What follows belongs to an exercise in optimizing a design on an open flow for small area; a production flow would make more cautious choices. Function was checked by simulation only, so behaviour that the tests miss may differ from the original. No activity file was given, so power comes from the tool's default toggle rates.

## config.mk

```make
export PLATFORM = sky130hd
export DESIGN_NAME = ndma_obi_mem_sub
export DESIGN_NICKNAME = ndma_obi_mem_sub
export VERILOG_FILES = /design/flow/design.v
export SDC_FILE = /design/flow/constraint.sdc
export NUM_CORES = 4
export LEC_CHECK = 0
export CAP_MARGIN = 20
export CORE_MARGIN = 2
export CORE_UTILIZATION = 40
export SLEW_MARGIN = 20
```

## constraint.sdc

```tcl
create_clock -name core_clock -period 5.0 [get_ports {clk_i}]
set_input_delay 1.0000 -clock core_clock [delete_from_list [all_inputs] [get_ports {clk_i}]]
set_output_delay 1.0000 -clock core_clock [all_outputs]
set_load 0.01 [all_outputs]
```

## design.v

```verilog
package ndma_pkg;
    localparam int unsigned AID_W = 4;
    typedef struct packed {
        logic [31:0]      rdata;
        logic [AID_W-1:0] rid;
        logic             err;
    } ndma_resp_t;
    function automatic logic [31:0] ndma_be_merge(
        input logic [31:0] old,
        input logic [31:0] wdata,
        input logic [3:0]  be
    );
        ndma_be_merge = old;
        for (int i = 0; i < 4; i++) begin
            if (be[i]) ndma_be_merge[8*i +: 8] = wdata[8*i +: 8];
        end
    endfunction
endpackage
module ndma_resp_fifo #(
    parameter int unsigned DEPTH = 2,
    parameter int unsigned WIDTH = 1
) (
    input  logic clk_i,
    input  logic rst_i,
    input  logic push_i,
    input  logic [WIDTH-1:0] data_i,
    input  logic pop_i,
    output logic full_o,
    output logic empty_o,
    output logic [WIDTH-1:0] head_o
);
    localparam int unsigned PW = (DEPTH > 1) ? $clog2(DEPTH) : 1;
    localparam int unsigned CW = $clog2(DEPTH + 1);
    logic [WIDTH-1:0] store_q [DEPTH];
    logic [PW-1:0] rd_q, rd_d, wr_q, wr_d;
    logic [CW-1:0] cnt_q, cnt_d;
    logic          do_push, do_pop;
    function automatic logic [PW-1:0] ptr_inc(input logic [PW-1:0] p);
        ptr_inc = (p == PW'(DEPTH - 1)) ? '0 : p + PW'(1);
    endfunction
    always_comb begin
        full_o  = (cnt_q == CW'(DEPTH));
        empty_o = (cnt_q == '0);
        do_pop  = pop_i & ~empty_o;
        do_push = push_i & (~full_o | do_pop);
        rd_d    = do_pop  ? ptr_inc(rd_q) : rd_q;
        wr_d    = do_push ? ptr_inc(wr_q) : wr_q;
        cnt_d   = cnt_q;
        case ({do_push, do_pop})
            2'b10:   cnt_d = cnt_q + CW'(1);
            2'b01:   cnt_d = cnt_q - CW'(1);
            default: cnt_d = cnt_q;
        endcase
        head_o  = store_q[rd_q];
    end
    always_ff @(posedge clk_i) begin
        if (rst_i) begin
            rd_q  <= '0;
            wr_q  <= '0;
            cnt_q <= '0;
        end else begin
            rd_q  <= rd_d;
            wr_q  <= wr_d;
            cnt_q <= cnt_d;
        end
    end
    always_ff @(posedge clk_i) begin
        if (do_push) store_q[wr_q] <= data_i;
    end
endmodule
module ndma_obi_mem_sub #(
    parameter logic [31:0] BASE_ADDR   = 32'h0000_0000,
    parameter int unsigned DEPTH       = 64,
    parameter int unsigned GNT_WAIT    = 0,
    parameter int unsigned RVALID_WAIT = 0,
    parameter int unsigned MAX_OUTST   = 2
) (
    input  logic             clk_i,
    input  logic             rst_i,
    input  logic             obi_req_i,
    output logic             obi_gnt_o,
    input  logic [31:0]      obi_addr_i,
    input  logic             obi_we_i,
    input  logic [3:0]       obi_be_i,
    input  logic [31:0]      obi_wdata_i,
    input  logic [ndma_pkg::AID_W-1:0] obi_aid_i,
    output logic             obi_rvalid_o,
    output logic [31:0]      obi_rdata_o,
    output logic [ndma_pkg::AID_W-1:0] obi_rid_o,
    output logic             obi_err_o,
    input  logic             stall_i
);
    localparam int unsigned AW = $clog2(DEPTH);
    localparam int unsigned GW = $clog2(GNT_WAIT + 2);
    localparam int unsigned RW = $clog2(RVALID_WAIT + 2);
    localparam int unsigned OW = $clog2(MAX_OUTST + 1);
    logic [31:0]   mem_q [DEPTH];
    logic [GW-1:0] wait_q, wait_d;
    logic [RW-1:0] head_q, head_d;
    logic [OW-1:0] outst_q, outst_d;
    logic [32:0]   diff;
    logic [31:0]   off;
    logic [AW-1:0] idx;
    logic          err_a, accept, pop, fifo_full, fifo_empty, unused_off;
    ndma_pkg::ndma_resp_t push_entry, head_entry;
    always_comb begin
        diff       = {1'b0, obi_addr_i} - {1'b0, BASE_ADDR};
        off        = diff[31:0];
        idx        = off[AW+1:2];
        unused_off = ^off[1:0];
        err_a      = (|obi_addr_i[1:0]) | diff[32] | (off >= 32'(4 * DEPTH));
        obi_gnt_o  = ~rst_i & obi_req_i & ~stall_i
                   & (wait_q == GW'(GNT_WAIT)) & (outst_q < OW'(MAX_OUTST));
        accept     = obi_gnt_o;
        push_entry.rdata = (obi_we_i | err_a) ? '0 : mem_q[idx];
        push_entry.rid   = obi_aid_i;
        push_entry.err   = err_a;
        obi_rvalid_o = ~rst_i & ~fifo_empty & (head_q == RW'(RVALID_WAIT));
        pop          = obi_rvalid_o;
        obi_rdata_o  = obi_rvalid_o ? head_entry.rdata : '0;
        obi_rid_o    = obi_rvalid_o ? head_entry.rid   : '0;
        obi_err_o    = obi_rvalid_o ? head_entry.err   : 1'b0;
        if (!obi_req_i || obi_gnt_o)        wait_d = '0;
        else if (wait_q != GW'(GNT_WAIT))   wait_d = wait_q + GW'(1);
        else                                wait_d = wait_q;
        if (pop || fifo_empty)              head_d = '0;
        else if (head_q != RW'(RVALID_WAIT)) head_d = head_q + RW'(1);
        else                                head_d = head_q;
        case ({accept, pop})
            2'b10:   outst_d = outst_q + OW'(1);
            2'b01:   outst_d = outst_q - OW'(1);
            default: outst_d = outst_q;
        endcase
    end
    always_ff @(posedge clk_i) begin
        if (rst_i) begin
            wait_q  <= '0;
            head_q  <= '0;
            outst_q <= '0;
            for (int unsigned i = 0; i < DEPTH; i++) mem_q[i] <= '0;
        end else begin
            wait_q  <= wait_d;
            head_q  <= head_d;
            outst_q <= outst_d;
            if (accept && obi_we_i && !err_a)
                mem_q[idx] <= ndma_pkg::ndma_be_merge(mem_q[idx], obi_wdata_i, obi_be_i);
        end
    end
    ndma_resp_fifo #(
        .DEPTH (MAX_OUTST),
        .WIDTH ($bits(push_entry))
    ) u_resp_fifo (
        .clk_i   (clk_i),
        .rst_i   (rst_i),
        .push_i  (accept),
        .data_i  (push_entry),
        .pop_i   (pop),
        .full_o  (fifo_full),
        .empty_o (fifo_empty),
        .head_o  (head_entry)
    );
    logic unused_full;
    assign unused_full = fifo_full;
endmodule
```

## run.sh

```bash
#!/bin/bash
# synth_recipe.tcl (not shown) runs the flow's synth.tcl, then flattens the netlist and writes it again
# the make line also repeats each setting of config.mk as NAME=value (left out here)
make -C /OpenROAD-flow-scripts/flow DESIGN_CONFIG=/design/flow/config.mk WORK_HOME=/design/flow/orfs CLKGATE_MAP_FILE= SYNTH_SCRIPT=/design/flow/synth_recipe.tcl finish
```

==> results.yml <==
status:
  status: "no timing/DRC/antenna violations"
sta:
  worst_slew_pin_slew_ps: 1200
  max_freq_mhz: 217
  setup_violations: 0
  fin_skew_ps: 64.7
  final-max-slew-violation-count: 0
  rsz0062_at_grt: "false"
  finalHoldViolCount: 0
  period_needed_ps: 4610
  max_slew_margin: 0.197
  hold_ws_ps: 480
  fin_crit_sh: 0.923
synth:
  synth_top_family_by_area: "simple AND/OR/NAND/NOR gates"
  synth_seq_cells: 2131
  synth_area_leaders: "edfxtp_1 65%, nor3_1 10%, mux4_2 4.0%"
  syn_area_sq_um: 98600
  ys_top_cells_by_count: "2122 x edfxtp_1, 1966 x nor3_1, 567 x clkbuf_1, 325 x buf_2, 229 x mux2i_1"
  yosys.area_share.simple: 0.160
  yosysTopAreaCell: "edfxtp_1"
  synth.yosys.seq_area_share: 0.648
  ys_warn_count: 2
  synthXorXnorAreaFrac: 0.000444
  synth.top_cell.area_share: 0.646
  postSynthCellCount: 7524
  synth.most_common_cell: "edfxtp_1"
  synth_compound_area_frac: 0.0717
  ys_types: 75
  ys.flop_type: "edfxtp_1"
  syn_area_per_cell_sq_um: 13.1
  synth_async_sr_flop_share: 0
  synth_edf_count: 2122
  synthAdderAreaFrac: 0.000254
  synth_mux_area_frac: 0.0747
cts:
  clk_latency_ps: 920
  cts_resized: 0
  cts_setup_buffers: 0
  htree_levels: 4
  cts_inserted_buffers: 222
  cts.sinks: 2131
  clkTransAtPathRegs_ps: 60
  clockBufferDepth: 3
  cts_tree: "built"
  cts_root_buffer: "clkbuf_16"
  postCtsHoldBufs: 0
placement:
  place.detailed.hpwl_um: 269000
  gp_congestion: 0.993
  place_area_sq_um: 108000
  io_buffers: 115
critical_path:
  critPathSlowestCell: "or4_1"
  critPathKind: "primary input to register"
  arrival_ps: 5240
  critical_path.max_stage_delay_ps: 940
  path_max_fanout: 23
  crit_chain: "buf_2 -> or4b_2 -> a21oi_1 -> nand4b_1 -> or4_1 -> nor3_4 -> buf_4 -> nor3_1"
  cp.required_ps: 5630
  endpoint_kind: "register"
  cp-start-kind: "primary input"
power_and_ir_drop:
  power_switching_w: 0.0111
  ir_drop_uv: 400
  power_frac_clock: 0.390
  combPwrFrac: 0.120
  p_leak_nw: 39.3
  swShare: 0.267
  power_density_nw_per_um2: 360
  pwr-share-seq: 0.490
  total_power_w: 0.0415
  internal-power_w: 0.0304
drt:
  drt-wirelength-per-cell_um: 38.1
  viasPerCell: 6.79
  ant_nets: 0
  drt_iter0_drc: 12700
  drt_pass1_iterations: 6
  drc: 0
  totalWireLength_um: 422000
  vias: 75300
floorplanning:
  core_area_sq_um: 245000
  die_w_um: 501
  num_rows: 182
  num_io_pins: 116
  initial_core_util: 0.402
  die-area_sq_um: 251000
  die_h_um: 501
flow_run:
  cap_violations: 0
grt:
  grt_pass1_vias: 70900
  grt-ovfl-total: 0
  grt_max_degree: 65
  track_usage: 0.330
  grt_pass1_wl_um: 578000
  grt_antenna_before_repair: 29
finish:
  design_area_sq_um: 115000
  layout-drive-gt1-share: 0.197
  areaGrowthSynthToFinish_pct: 16.9
  nets: 7732
hold_path:
  hold_class: "register to register"
==> power groups by stage <==
stage                     sequential [W]  combinational, W  clock, W
after floorplan                   0.0206           0.00221         0
after global placement            0.0207           0.00470         0
after detailed placement          0.0207           0.00473         0
after CTS                         0.0203           0.00475    0.0162
after global routing              0.0204           0.00495    0.0169
final                             0.0203           0.00498    0.0162
==> critical path, delay by kind of cell <==
family                 cells  cell delay, ps
AND/OR/NAND/NOR            5            2710
buffers and inverters      2            1110
AO/OA/AOI/OAI              1             330
==> stage by stage <==
stage	util	worst slack [ps]	instances	TNS, ps
CTS	0.469	826	11100	0
finish	0.470	386	11100	0
floorplan	-	707	7525	0
global route	0.469	585	11100	0
detailed placement	0.441	-82.9	10600	-3000
global placement	0.441	-67.9	10600	-2370
==> registers in the layout (all words and copies together) (netlist names), named ones only <==
register and flops:
u_resp_fifo.wr_q 1, head_q 1, mem_q 2048, u_resp_fifo.rd_q 1
u_resp_fifo.store_q 74, outst_q 2, u_resp_fifo.cnt_q 2, wait_q 1
==> worst paths after layout <==
check / from / cells after the start / slack (ps) / endpoint
hold reg to reg: u_resp_fifo.rd_q$_SDFFE_PP0P_ / 1 / 480 / register
setup reg to reg: mem_q[42][29]$_SDFFCE_PN0P_ / 7 / 1280 / mem_q[38][29]$_SDFFCE_PN0P_
hold / removal: u_resp_fifo.rd_q$_SDFFE_PP0P_ / 1 / 480 / register
setup / recovery: obi_addr_i[7] / 8 / 390 / mem_q[38][29]$_SDFFCE_PN0P_
==> layout make-up <==
type / instances / area (sq um)
Sequential cell: 2131 / 63900
Multi-Input combinational cell: 4399 / 30900
Clock inverter: 143 / 1110
Fill cell: 21700 / 130000
Antenna cell: 15 / 37.5
Timing Repair Buffer: 889 / 9420
Clock buffer: 272 / 5800
Tap cell: 3220 / 4030
Inverter: 10 / 47.5
==> layer usage <==
metal  vias to the layer above  GRT usage  wire length, um
met5                         -    0.00193              254
met3                      1254      0.128            65300
met4                        32      0.206            31800
met1                     38100      0.424           149000
met2                      6009      0.465           176000
li1                      29800          -                -
==> cells by family (layout without fill, tap and decap cells) <==
group / count (synthesis) / after routing
AND/OR/NAND/NOR: 2888 / 2888
flip-flops: 2131 / 2131
AO/OA/AOI/OAI: 996 / 996
buffers and inverters: 995 / 1314
multiplexers: 506 / 506
XOR/XNOR: 5 / 5
adder cells (fa/ha/maj): 2 / 2
other: 1 / 17
==> layout by cell type (no fill, tap or decap), drive strengths merged, types with 9 or more instances in the layout <==
master and n:
or3 13, or4 23, o21ai 104, nor4 42
a22oi 221, nand3b 50, nor2 108, edfxtp 2122
a22o 36, buf 781, mux4 174, mux2i 229
a211oi 65, nor3b 14, clkbuf 272, nand2b 163
clkinv 122, a221o 36, nand2 158, and3 16
inv 15, nand3 96, o22a 19, a221oi 142
o221ai 21, nor2b 32, a211o 10, mux2 103
a21oi 185, bufinv 11, nor3 1968, o2bb2ai 12
dfxtp 9, clkdlybuf4s50 108, or3b 21, o22ai 95
and3b 134, diode 15

==> what the ideal ports hide <==
The flow's constraints put no driver on any port. The routed layout listed below was extracted and timed again, unchanged, in two steps. Step 1 assumes that a clkbuf_16 drives the clock port and a buf_2 every other input. Step 2 adds t to the input delays and takes it off the output delays; t is the mean of the earliest and latest rising clock arrival at the registers after step 1. Input paths then give back, and output paths get back, about the clock's delay inside the block. Three values: ideal ports, drivers, drivers and shift; two values: the first two.
shift t [ns]: 0.979
slack for setup (ns): 0.386 / 0.421 / -0.558
worst register clock-pin slew, ns: 0.07 / 0.07
worst slew at a driven data input, ns: 0.10
pins driven straight from the clock port: 1
Met with ideal ports but missed after step 2: setup timing in this run. For this run, drivers alone change the setup slack by +0.035 ns; drivers and shift together by -0.944 ns.
